Background: an optimization exercise with open tools, aiming at small area and a short achievable clock period. Do not read the settings as production practice. Function was checked by simulation only, so behaviour that the tests miss may differ from the original. Power is estimated from default activity; no workload was simulated.

[flow/constraint.sdc]
create_clock -name core_clock -period 5.5 [get_ports {clk}]
set_input_delay 1.1000 -clock core_clock [delete_from_list [all_inputs] [get_ports {clk}]]
set_output_delay 1.1000 -clock core_clock [all_outputs]
set_load 0.01 [all_outputs]
[flow/run.sh]
#!/bin/bash
# synth_recipe.tcl (not shown) runs the flow's synth.tcl, then flattens the netlist and writes it again
# the make line also repeats each setting of config.mk as NAME=value (left out here)
make -C /OpenROAD-flow-scripts/flow DESIGN_CONFIG=/design/flow/config.mk WORK_HOME=/design/flow/orfs CLKGATE_MAP_FILE= SYNTH_SCRIPT=/design/flow/synth_recipe.tcl finish
[flow/design.v]
package ex_pkg;
	typedef struct packed {
		logic [6:0]            funct7;
		logic [5-1:0] rs2;
		logic [5-1:0] rs1;
		logic [2:0]            funct3;
		logic [5-1:0] rd;
		logic [6:0]            opcode;
	} inst_r_t;
	typedef struct packed {
		logic [11:0]           imm12;
		logic [5-1:0] rs1;
		logic [2:0]            funct3;
		logic [5-1:0] rd;
		logic [6:0]            opcode;
	} inst_i_t;
	typedef union packed {
		inst_r_t r;
		inst_i_t i;
	} inst_u;
	typedef enum logic [4:0] {
		ALU_ADD, ALU_SUB, ALU_SLL, ALU_SLT, ALU_SLTU, ALU_XOR,
		ALU_SRL, ALU_SRA, ALU_OR, ALU_AND, ALU_PASS1,
		ALU_ADDW, ALU_SUBW, ALU_SLLW, ALU_SRLW, ALU_SRAW
	} alu_op_e;
	typedef enum logic [2:0] {
		BR_NONE, BR_ALWAYS, BR_EQ, BR_NE, BR_LT, BR_GE, BR_LTU, BR_GEU
	} br_cond_e;
	typedef enum logic [2:0] {
		CSR_NONE, CSR_RW, CSR_RS, CSR_RC, CSR_RWI, CSR_RSI, CSR_RCI
	} csr_cmd_e;
	typedef struct packed {
		logic                  valid;
		inst_u                 inst;
		logic [64-1:0]   inst_addr;
		logic [64-1:0]   op1;
		logic [64-1:0]   op2;
		logic [5-1:0] rd_addr;
		logic [64-1:0]   base_addr;
		logic [64-1:0]   addr_offset;
		logic                  csr_we;
		logic [12-1:0] csr_waddr;
	} ex_in_t;
	typedef struct packed {
		alu_op_e  alu_op;
		br_cond_e br_cond;
		csr_cmd_e csr_cmd;
		logic     rd_we;
	} ex_ctrl_t;
	typedef struct packed {
		logic                  rd_wen;
		logic [5-1:0] rd_addr;
		logic [64-1:0]   rd_data;
	} ex_wb_t;
	typedef struct packed {
		logic                en;
		logic [64-1:0] addr;
	} ex_jump_t;
endpackage
`timescale 1ns/10ps
module ex_decode
(
	input  ex_pkg::inst_u    inst_i,
	input  logic     valid_i,
	output ex_pkg::ex_ctrl_t ctrl_o
);
	logic [6:0] opcode;
	logic [2:0] funct3;
	logic [6:0] funct7;
	logic [5:0] imm_hi;
	logic       base7;
	logic       alt7;
	logic       shi_base;
	logic       shi_alt;
	assign opcode = inst_i.r.opcode;
	assign funct3 = inst_i.i.funct3;
	assign funct7 = inst_i.r.funct7;
	assign imm_hi = inst_i.i.imm12[11:6];
	assign base7    = (funct7 == 7'b0000000);
	assign alt7     = (funct7 == 7'b0100000);
	assign shi_base = ({imm_hi, 1'b0} == 7'b0000000);
	assign shi_alt  = ({imm_hi, 1'b0} == 7'b0100000);
	always_comb begin
		ctrl_o = '0;
		if (valid_i) begin
			case (opcode)
				7'b0110011: begin
					ctrl_o.rd_we = base7 ||
						(alt7 && (funct3 == 3'b000 || funct3 == 3'b101));
					case (funct3)
						3'b000:  ctrl_o.alu_op = alt7 ? ex_pkg::ALU_SUB : ex_pkg::ALU_ADD;
						3'b001:  ctrl_o.alu_op = ex_pkg::ALU_SLL;
						3'b010:  ctrl_o.alu_op = ex_pkg::ALU_SLT;
						3'b011: ctrl_o.alu_op = ex_pkg::ALU_SLTU;
						3'b100:  ctrl_o.alu_op = ex_pkg::ALU_XOR;
						3'b101:   ctrl_o.alu_op = alt7 ? ex_pkg::ALU_SRA : ex_pkg::ALU_SRL;
						3'b110:   ctrl_o.alu_op = ex_pkg::ALU_OR;
						default:     ctrl_o.alu_op = ex_pkg::ALU_AND;
					endcase
				end
				7'b0010011: begin
					ctrl_o.rd_we = 1'b1;
					case (funct3)
						3'b000:  ctrl_o.alu_op = ex_pkg::ALU_ADD;
						3'b010:  ctrl_o.alu_op = ex_pkg::ALU_SLT;
						3'b011: ctrl_o.alu_op = ex_pkg::ALU_SLTU;
						3'b100:  ctrl_o.alu_op = ex_pkg::ALU_XOR;
						3'b110:   ctrl_o.alu_op = ex_pkg::ALU_OR;
						3'b111:  ctrl_o.alu_op = ex_pkg::ALU_AND;
						3'b001: begin
							ctrl_o.alu_op = ex_pkg::ALU_SLL;
							ctrl_o.rd_we  = shi_base;
						end
						default: begin
							ctrl_o.alu_op = shi_alt ? ex_pkg::ALU_SRA : ex_pkg::ALU_SRL;
							ctrl_o.rd_we  = shi_base || shi_alt;
						end
					endcase
				end
				7'b0011011, 7'b0111011: begin
					case (funct3)
						3'b000: begin
							ctrl_o.alu_op = (opcode == 7'b0111011 && alt7) ? ex_pkg::ALU_SUBW : ex_pkg::ALU_ADDW;
							ctrl_o.rd_we  = (opcode == 7'b0011011) || base7 || alt7;
						end
						3'b001: begin
							ctrl_o.alu_op = ex_pkg::ALU_SLLW;
							ctrl_o.rd_we  = base7;
						end
						3'b101: begin
							ctrl_o.alu_op = alt7 ? ex_pkg::ALU_SRAW : ex_pkg::ALU_SRLW;
							ctrl_o.rd_we  = base7 || alt7;
						end
						default: ctrl_o.rd_we = 1'b0;
					endcase
				end
				7'b1100011: begin
					case (funct3)
						3'b000:  ctrl_o.br_cond = ex_pkg::BR_EQ;
						3'b001:  ctrl_o.br_cond = ex_pkg::BR_NE;
						3'b100:  ctrl_o.br_cond = ex_pkg::BR_LT;
						3'b101:  ctrl_o.br_cond = ex_pkg::BR_GE;
						3'b110: ctrl_o.br_cond = ex_pkg::BR_LTU;
						3'b111: ctrl_o.br_cond = ex_pkg::BR_GEU;
						default:     ctrl_o.br_cond = ex_pkg::BR_NONE;
					endcase
				end
				7'b1101111: begin
					ctrl_o.br_cond = ex_pkg::BR_ALWAYS;
					ctrl_o.rd_we   = 1'b1;
				end
				7'b1100111: begin
					if (funct3 == 3'b000) begin
						ctrl_o.br_cond = ex_pkg::BR_ALWAYS;
						ctrl_o.rd_we   = 1'b1;
					end
				end
				7'b0110111: begin
					ctrl_o.alu_op = ex_pkg::ALU_PASS1;
					ctrl_o.rd_we  = 1'b1;
				end
				7'b0010111: ctrl_o.rd_we = 1'b1;
				7'b1110011: begin
					ctrl_o.rd_we = 1'b1;
					case (funct3)
						3'b001:  ctrl_o.csr_cmd = ex_pkg::CSR_RW;
						3'b010:  ctrl_o.csr_cmd = ex_pkg::CSR_RS;
						3'b011:  ctrl_o.csr_cmd = ex_pkg::CSR_RC;
						3'b101: ctrl_o.csr_cmd = ex_pkg::CSR_RWI;
						3'b110: ctrl_o.csr_cmd = ex_pkg::CSR_RSI;
						3'b111: ctrl_o.csr_cmd = ex_pkg::CSR_RCI;
						default:       ctrl_o.rd_we   = 1'b0;
					endcase
				end
				default: ctrl_o.rd_we = 1'b0;
			endcase
		end
	end
endmodule
`timescale 1ns/10ps
module ex_alu
(
	input  ex_pkg::alu_op_e             op_i,
	input  logic [64-1:0] op1_i,
	input  logic [64-1:0] op2_i,
	output logic [64-1:0] result_o
);
	logic [64-1:0] sum;
	logic [64-1:0] diff;
	logic [5:0]          shamt;
	logic [4:0]          shamt_w;
	logic                lt_s;
	logic                lt_u;
	logic [31:0]         word_res;
	assign sum  = op1_i + op2_i;
	assign diff = op1_i - op2_i;
	assign shamt   = op2_i[5:0];
	assign shamt_w = op2_i[4:0];
	assign lt_s = ($signed(op1_i) < $signed(op2_i));
	assign lt_u = (op1_i < op2_i);
	always_comb begin
		case (op_i)
			ex_pkg::ALU_SUBW: word_res = diff[31:0];
			ex_pkg::ALU_SLLW: word_res = op1_i[31:0] << shamt_w;
			ex_pkg::ALU_SRLW: word_res = op1_i[31:0] >> shamt_w;
			ex_pkg::ALU_SRAW: word_res = $signed(op1_i[31:0]) >>> shamt_w;
			default:  word_res = sum[31:0];
		endcase
	end
	always_comb begin
		case (op_i)
			ex_pkg::ALU_ADD:   result_o = sum;
			ex_pkg::ALU_SUB:   result_o = diff;
			ex_pkg::ALU_SLL:   result_o = op1_i << shamt;
			ex_pkg::ALU_SLT:   result_o = {{(64-1){1'b0}}, lt_s};
			ex_pkg::ALU_SLTU:  result_o = {{(64-1){1'b0}}, lt_u};
			ex_pkg::ALU_XOR:   result_o = op1_i ^ op2_i;
			ex_pkg::ALU_SRL:   result_o = op1_i >> shamt;
			ex_pkg::ALU_SRA:   result_o = $signed(op1_i) >>> shamt;
			ex_pkg::ALU_OR:    result_o = op1_i | op2_i;
			ex_pkg::ALU_AND:   result_o = op1_i & op2_i;
			ex_pkg::ALU_PASS1: result_o = op1_i;
			ex_pkg::ALU_ADDW, ex_pkg::ALU_SUBW, ex_pkg::ALU_SLLW, ex_pkg::ALU_SRLW, ex_pkg::ALU_SRAW:
				result_o = {{(64-32){word_res[31]}}, word_res};
			default:   result_o = '0;
		endcase
	end
endmodule
`timescale 1ns/10ps
module ex_branch
(
	input  ex_pkg::br_cond_e            cond_i,
	input  logic [64-1:0] op1_i,
	input  logic [64-1:0] op2_i,
	input  logic [64-1:0] base_addr_i,
	input  logic [64-1:0] addr_offset_i,
	output ex_pkg::ex_jump_t            jump_o
);
	logic eq;
	logic lt_s;
	logic lt_u;
	logic take;
	assign eq   = (op1_i == op2_i);
	assign lt_s = ($signed(op1_i) < $signed(op2_i));
	assign lt_u = (op1_i < op2_i);
	always_comb begin
		case (cond_i)
			ex_pkg::BR_ALWAYS: take = 1'b1;
			ex_pkg::BR_EQ:     take = eq;
			ex_pkg::BR_NE:     take = !eq;
			ex_pkg::BR_LT:     take = lt_s;
			ex_pkg::BR_GE:     take = !lt_s;
			ex_pkg::BR_LTU:    take = lt_u;
			ex_pkg::BR_GEU:    take = !lt_u;
			default:   take = 1'b0;
		endcase
	end
	assign jump_o.en   = take;
	assign jump_o.addr = base_addr_i + addr_offset_i;
endmodule
`timescale 1ns/10ps
module ex_csr_regs
(
	input  logic                  clk_i,
	input  logic                  rst_i,
	input  ex_pkg::csr_cmd_e              cmd_i,
	input  logic                  we_i,
	input  logic [12-1:0] addr_i,
	input  logic [64-1:0]   op1_i,
	input  logic [4:0]            uimm_i,
	input  logic                  int_assert_i,
	output logic [64-1:0]   rdata_o
);
	logic [64-1:0]            csr_q [4];
	logic [$clog2(4)-1:0] idx;
	logic                           hit;
	logic [64-1:0]            src;
	logic [64-1:0]            wdata;
	logic                           wen;
	always_comb begin
		hit = 1'b1;
		case (addr_i)
			12'h300:  idx = 0;
			12'h305:    idx = 1;
			12'h340: idx = 2;
			12'h341:     idx = 3;
			default: begin
				idx = 0;
				hit = 1'b0;
			end
		endcase
	end
	assign rdata_o = hit ? csr_q[idx] : '0;
	assign src = (cmd_i == ex_pkg::CSR_RWI || cmd_i == ex_pkg::CSR_RSI ||
		cmd_i == ex_pkg::CSR_RCI) ?
		{{(64-5){1'b0}}, uimm_i} : op1_i;
	always_comb begin
		case (cmd_i)
			ex_pkg::CSR_RW, ex_pkg::CSR_RWI: wdata = src;
			ex_pkg::CSR_RS, ex_pkg::CSR_RSI: wdata = rdata_o | src;
			ex_pkg::CSR_RC, ex_pkg::CSR_RCI: wdata = rdata_o & ~src;
			default:         wdata = rdata_o;
		endcase
	end
	assign wen = we_i && (cmd_i != ex_pkg::CSR_NONE) && !int_assert_i && hit;
	always_ff @(posedge clk_i) begin
		if (rst_i) begin
			for (int k = 0; k < 4; k++)
				csr_q[k] <= '0;
		end else if (wen) begin
			csr_q[idx] <= wdata;
		end
	end
endmodule
`timescale 1ns/10ps
module ex_result_reg
(
	input  logic                  clk_i,
	input  logic                  rst_i,
	input  logic                  rd_we_i,
	input  logic [5-1:0] rd_addr_i,
	input  logic                  is_csr_i,
	input  logic [64-1:0]   alu_result_i,
	input  logic [64-1:0]   csr_rdata_i,
	input  ex_pkg::ex_jump_t              jump_i,
	input  logic                  int_assert_i,
	input  logic [64-1:0]   int_addr_i,
	output ex_pkg::ex_wb_t                wb_o,
	output ex_pkg::ex_jump_t              jump_o
);
	ex_pkg::ex_wb_t   wb_d;
	ex_pkg::ex_jump_t jump_d;
	always_comb begin
		wb_d.rd_data = is_csr_i ? csr_rdata_i : alu_result_i;
		wb_d.rd_addr = rd_addr_i;
		wb_d.rd_wen  = rd_we_i && !int_assert_i;
		jump_d.en    = jump_i.en || int_assert_i;
		jump_d.addr  = int_assert_i ? int_addr_i : jump_i.addr;
	end
	always_ff @(posedge clk_i) begin
		if (rst_i) begin
			wb_o.rd_wen <= 1'b0;
			jump_o.en   <= 1'b0;
		end else begin
			wb_o   <= wb_d;
			jump_o <= jump_d;
		end
	end
endmodule
`timescale 1ns/10ps
module ex_top
(
	input  logic                clk_i,
	input  logic                rst_i,
	input  ex_pkg::ex_in_t              in_i,
	input  logic                int_assert_i,
	input  logic [64-1:0] int_addr_i,
	output ex_pkg::ex_wb_t              wb_o,
	output ex_pkg::ex_jump_t            jump_o
);
	ex_pkg::ex_ctrl_t            ctrl;
	logic [64-1:0] alu_result;
	logic [64-1:0] csr_rdata;
	ex_pkg::ex_jump_t            br_jump;
	ex_decode u_decode (
		.inst_i  (in_i.inst),
		.valid_i (in_i.valid),
		.ctrl_o  (ctrl)
	);
	ex_alu u_alu (
		.op_i     (ctrl.alu_op),
		.op1_i    (in_i.op1),
		.op2_i    (in_i.op2),
		.result_o (alu_result)
	);
	ex_branch u_branch (
		.cond_i        (ctrl.br_cond),
		.op1_i         (in_i.op1),
		.op2_i         (in_i.op2),
		.base_addr_i   (in_i.base_addr),
		.addr_offset_i (in_i.addr_offset),
		.jump_o        (br_jump)
	);
	ex_csr_regs u_csr_regs (
		.clk_i        (clk_i),
		.rst_i        (rst_i),
		.cmd_i        (ctrl.csr_cmd),
		.we_i         (in_i.csr_we),
		.addr_i       (in_i.csr_waddr),
		.op1_i        (in_i.op1),
		.uimm_i       (in_i.inst.i.rs1),
		.int_assert_i (int_assert_i),
		.rdata_o      (csr_rdata)
	);
	ex_result_reg u_result_reg (
		.clk_i        (clk_i),
		.rst_i        (rst_i),
		.rd_we_i      (ctrl.rd_we),
		.rd_addr_i    (in_i.rd_addr),
		.is_csr_i     (ctrl.csr_cmd != ex_pkg::CSR_NONE),
		.alu_result_i (alu_result),
		.csr_rdata_i  (csr_rdata),
		.jump_i       (br_jump),
		.int_assert_i (int_assert_i),
		.int_addr_i   (int_addr_i),
		.wb_o         (wb_o),
		.jump_o       (jump_o)
	);
endmodule
`timescale 1ns/10ps
module ex_stage
(
	input  logic                  clk,
	input  logic                  rst,
	input  logic                  in_valid,
	input  logic [31:0]           in_inst,
	input  logic [64-1:0]   in_inst_addr,
	input  logic [64-1:0]   in_op1,
	input  logic [64-1:0]   in_op2,
	input  logic [5-1:0] in_rd_addr,
	input  logic [64-1:0]   in_base_addr,
	input  logic [64-1:0]   in_addr_offset,
	input  logic                  in_csr_we,
	input  logic [12-1:0] in_csr_waddr,
	input  logic                  int_assert,
	input  logic [64-1:0]   int_addr,
	output logic                  wb_rd_wen,
	output logic [5-1:0] wb_rd_addr,
	output logic [64-1:0]   wb_rd_data,
	output logic                  jump_en,
	output logic [64-1:0]   jump_addr
);
	ex_pkg::ex_in_t   in_s;
	ex_pkg::ex_wb_t   wb_s;
	ex_pkg::ex_jump_t jump_s;
	assign in_s.valid       = in_valid;
	assign in_s.inst        = in_inst;
	assign in_s.inst_addr   = in_inst_addr;
	assign in_s.op1         = in_op1;
	assign in_s.op2         = in_op2;
	assign in_s.rd_addr     = in_rd_addr;
	assign in_s.base_addr   = in_base_addr;
	assign in_s.addr_offset = in_addr_offset;
	assign in_s.csr_we      = in_csr_we;
	assign in_s.csr_waddr   = in_csr_waddr;
	ex_top u_ex (
		.clk_i        (clk),
		.rst_i        (rst),
		.in_i         (in_s),
		.int_assert_i (int_assert),
		.int_addr_i   (int_addr),
		.wb_o         (wb_s),
		.jump_o       (jump_s)
	);
	assign wb_rd_wen  = wb_s.rd_wen;
	assign wb_rd_addr = wb_s.rd_addr;
	assign wb_rd_data = wb_s.rd_data;
	assign jump_en    = jump_s.en;
	assign jump_addr  = jump_s.addr;
endmodule
[flow/config.mk]
export PLATFORM = sky130hd
export DESIGN_NAME = ex_stage
export DESIGN_NICKNAME = ex_stage
export VERILOG_FILES = /design/flow/design.v
export SDC_FILE = /design/flow/constraint.sdc
export NUM_CORES = 4
export LEC_CHECK = 0
export CAP_MARGIN = 20
export CORE_MARGIN = 2
export CORE_UTILIZATION = 40
export SLEW_MARGIN = 20
==> results by group <==
Min path
  – Worst hold-check path type: flip-flop to flip-flop

Logic synthesis
  – Sequential share of the synthesized area: 25.8%
  – Synthesized netlist net count: 6,581
  – Cells taking the most area after synthesis: edfxtp_1 (26%), ha_1 (7.1%), nor2_1 (6.7%)
  – Post-synthesis cell area: 45,400 um2
  – Post-synthesis cell type with the largest combined area: edfxtp_1
  – Count of mapped cells out of synthesis: 5,884
  – Unique masters post-synth: 95
  – Proportion of netlist area held by the largest area contributor: 25.7%
  – Synth Flop Type: edfxtp_1
  – Count of flip-flops with a built-in enable after synthesis: 389
  – Cell with the most instances after synthesis: nor2_1
  – Share of flip-flops with an asynchronous set or reset after synthesis: 0%
  – Synth warnings: 5
  – Post-Syn Area per Cell: 7.71 um2
  – Register bit count reported by yosys: 391
  – Most used standard cells in the synthesized netlist: nor2_1 (810), nand2_1 (669), a21oi_1 (578)

Global route
  – Most congested layer reported by global routing: met2
  – Met2 Usage GRT: 68.4%
  – Met1 Track Usage GR: 52.4%
  – Initial antenna violation count: 22
  – Maximum number of pins on one net before global-route repair: 161
  – Met3 demand-to-capacity share in global routing: 9.10%
  – Total Routing Usage GR: 43.9%
  – Total congestion overflow: 0
  – Wire length of the first global-routing pass: 368 mm
  – Number of global-route vias before repair: 49.8k

Placed design
  – Post-Place Cell Area: 56,900 um2
  – DPL Wire Length: 207 mm
  – Number of buffers added on ports: 498
  – Gp weighted congestion: 1.09

STA
  – Final period utilization: 95.3%
  – Highest achievable clock rate: 0.191 GHz
  – Worst max-slew margin expressed relative to the limit: 19.1%
  – Total setup violations reported at the end of the flow: 0
  – RSZ-0062 raised after global routing: no
  – Hold Fails Final Rpt: 0
  – Max Slew Vio Count: 0
  – Shortest period the worst path allows: 5.24 ns
  – Maximum clock skew at final layout: 0.0479 ns
  – Tightest Pin Transition: 1.21 ns

Clock tree
  – Largest buffer count on any clock path: 3
  – Library cell used as clock root buffer: clkbuf_16
  – CTS buffer count: 49
  – Number of clock sinks: 391
  – Clock latency on the worst-skew pair: 0.68 ns
  – Post-CTS resize count: 0
  – Depth of the CTS H-tree: 2
  – Clock tree from TritonCTS: done
  – Hold buffers post-CTS: 0
  – Setup repair bufs after CTS: 0
  – Clock transition at path regs: 0.06 ns

Drt
  – DR iter-0 viols: 6,994
  – Iteration count of the initial detailed-routing pass: 9
  – Post-detailed-route via-to-cell ratio: 6.44
  – Count of antenna-violating nets left after detailed routing: 0
  – Routed wire length: 266 mm
  – Vias: 53.3k
  – Routed wirelength normalized by instance count: 32.2 um
  – # DRC: 0

Pwr
  – Total design power: 11,900 uW
  – Leakage power summed over all cells: 0.0237 uW
  – Worst-case vdd ir drop: 0.261 mV
  – Total power divided by cell area: 203 nW/um2

Critical path
  – Max Fanout on Critical Path: 5
  – Number of buffer and inverter stages on the critical path: 5
  – Worst path max stage delay: 0.70 ns
  – Critical Path RT: 5.89 ns
  – Cell type group with the largest total delay on the critical path: compound AO/OA/AOI/OAI gates
  – Worst setup SP type: input port
  – Cell with the largest stage delay on the worst path: a2111oi_0
  – Worst Setup Path Type: input port to flip-flop
  – Critical path capture point type: flip-flop
  – Ordered cell list for the critical path: clkdlybuf4s50_1 > inv_1 > ha_1 > o21bai_1 > a21oi_1 > o221ai_2 > buf_4 > a31oi_1 > o221ai_2 > o211ai_1 > buf_4 > a31oi_1 > buf_4 > o21ai_0 > o211ai_1 > a2111oi_0 > a21oi_1
  – Most used cell, CP: buf_4
  – Critical path data arrival time: 5.63 ns

Flow run
  – Max-cap violations: 0

Die
  – FP Rows: 123
  – Initial core utilization: 40.3%
  – Overall die height: 341 um
  – Core area: 112,000 um2
  – Die area: 116,000 um2
  – Width of the die: 341 um
  – Number of ports placed on the die boundary: 573

Final layout
  – Cell area after layout: 58,600 um2
  – Layout-stage area growth over the synthesis result: 29.2%
  – Net count of the finished layout: 7,407
  – Ratio of cells with drive above 1 in the final layout: 16.1%

Outcome
  – Run status: timing/DRC/antenna clean
## state kept, by name, summed over array words and instances, names as in the netlist
signal and count:
u_ex.u_csr_regs.csr_q 256, u_ex.u_result_reg.wb_o 70, u_ex.u_result_reg.jump_o 65
## path summary, 6_finish.rpt
path	start	depth (start not counted)	to	slack, ns
worst max-delay path	in_op1[1]	17	u_ex.u_result_reg.wb_o[57]	0.26
worst min-delay path	u_ex.u_csr_regs.csr_q[3][50]	3	u_ex.u_result_reg.wb_o[50]	0.85
worst max register to register	u_ex.u_csr_regs.csr_q[3][13]	6	u_ex.u_csr_regs.csr_q[2][13]	3.10
worst min register to register	u_ex.u_csr_regs.csr_q[3][50]	3	u_ex.u_result_reg.wb_o[50]	0.85
## tightest hold or removal path, stage by stage (launching register included)
cell and delay, ns:
edfxtp_1 0.31, mux2_2 0.13, o211ai_1 0.12, a21oi_1 0.17
## cell type report
class                   count  area (um2)
inverters                 238         901
repair buffers           1273       11500
fillers                 10900       53900
diodes                     17        42.5
clock buffers              58        1290
well taps                1500        1880
clock inverters            32         422
multi-input cells        4757       30900
flip-flops and latches    391       11700
## kinds of logic (layout without fill, tap and decap cells)
| family | count (synthesis) | count (layout) | synth area share, % |
|---|---|---|---|
| and+or+nand+nor | 2027 | 2027 | 19.5 |
| AOI/OAI and AO/OA | 2020 | 2020 | 28.3 |
| buffers and inverters | 736 | 1601 | 6.47 |
| DFF | 391 | 391 | 25.8 |
| muxes | 337 | 337 | 10.5 |
| adders and majority gates | 259 | 259 | 7.19 |
| xor gates and xnor gates | 114 | 114 | 2.20 |
| other | 0 | 17 | 0 |
## routing by layer
layer	routed length (um)	share of wire [%]
met5	51	0.019
met4	26000	9.8
met3	24800	9.3
met2	117000	44
met1	98300	37
## per-stage QoR
step                      setup TNS, ns  worst slack, ns  instances  utilization, %  hold slack [ns]
after floorplan                 -107.31            -1.68       5884               -            0.771
after global placement           -0.242           -0.102       8158            50.5            0.824
after detailed placement         -0.535           -0.208       8158            50.5            0.842
after CTS                             0            0.498       8248            52.1            0.854
after global routing                  0            0.113       8251            52.1            0.912
final                                 0            0.259       8266            52.1            0.854
## layout by cell type, fill, tap and decap left out, types with 65 or more instances in the layout
cell type,netlist,final
a211oi_1,195,194
nor3_1,98,96
mux2i_1,185,185
mux4_2,108,108
nor2b_1,91,91
buf_4,8,726
nand3_1,87,85
a21oi_1,578,577
o211ai_1,71,71
clkdlybuf4s50_1,0,490
a21o_1,85,83
edfxtp_1,389,389
nor2_1,810,806
o21bai_1,67,67
ha_1,256,256
o21ai_0,468,467
xnor2_1,85,85
inv_1,228,226
nand2_1,669,664
o22ai_1,65,65
## power by group
group          internal (uW)  switching, uW  leakage, uW
clock                   2070           1450     0.000828
sequential              3520           66.4      0.00397
combinational           1960           2870       0.0189

## separate check: timing with driven ports
Ports are ideal in the flow. The routed layout listed here was re-timed in OpenROAD. Step 1 assumes that a clkbuf_16 drives the clock port and a buf_2 every other input. Step 2, shift: input delay + t, output delay - t, t = (earliest + latest rising clock arrival at the registers) / 2. This alone moves slack from input paths to output paths. Three values: ideal ports, drivers, drivers and shift; two values: the first two.
t, ns: 0.746
setup WS [ns]: 0.259 / 0.307 / -0.439
hold WS [ns]: 0.854 / 0.854 / 0.854
latest minus earliest clock arrival (ns): 0.049 / 0.049
With both steps, setup timing fails in this run, where it was met with ideal ports. The setup slack of this run moves by +0.048 ns with the drivers and by -0.698 ns with both steps.
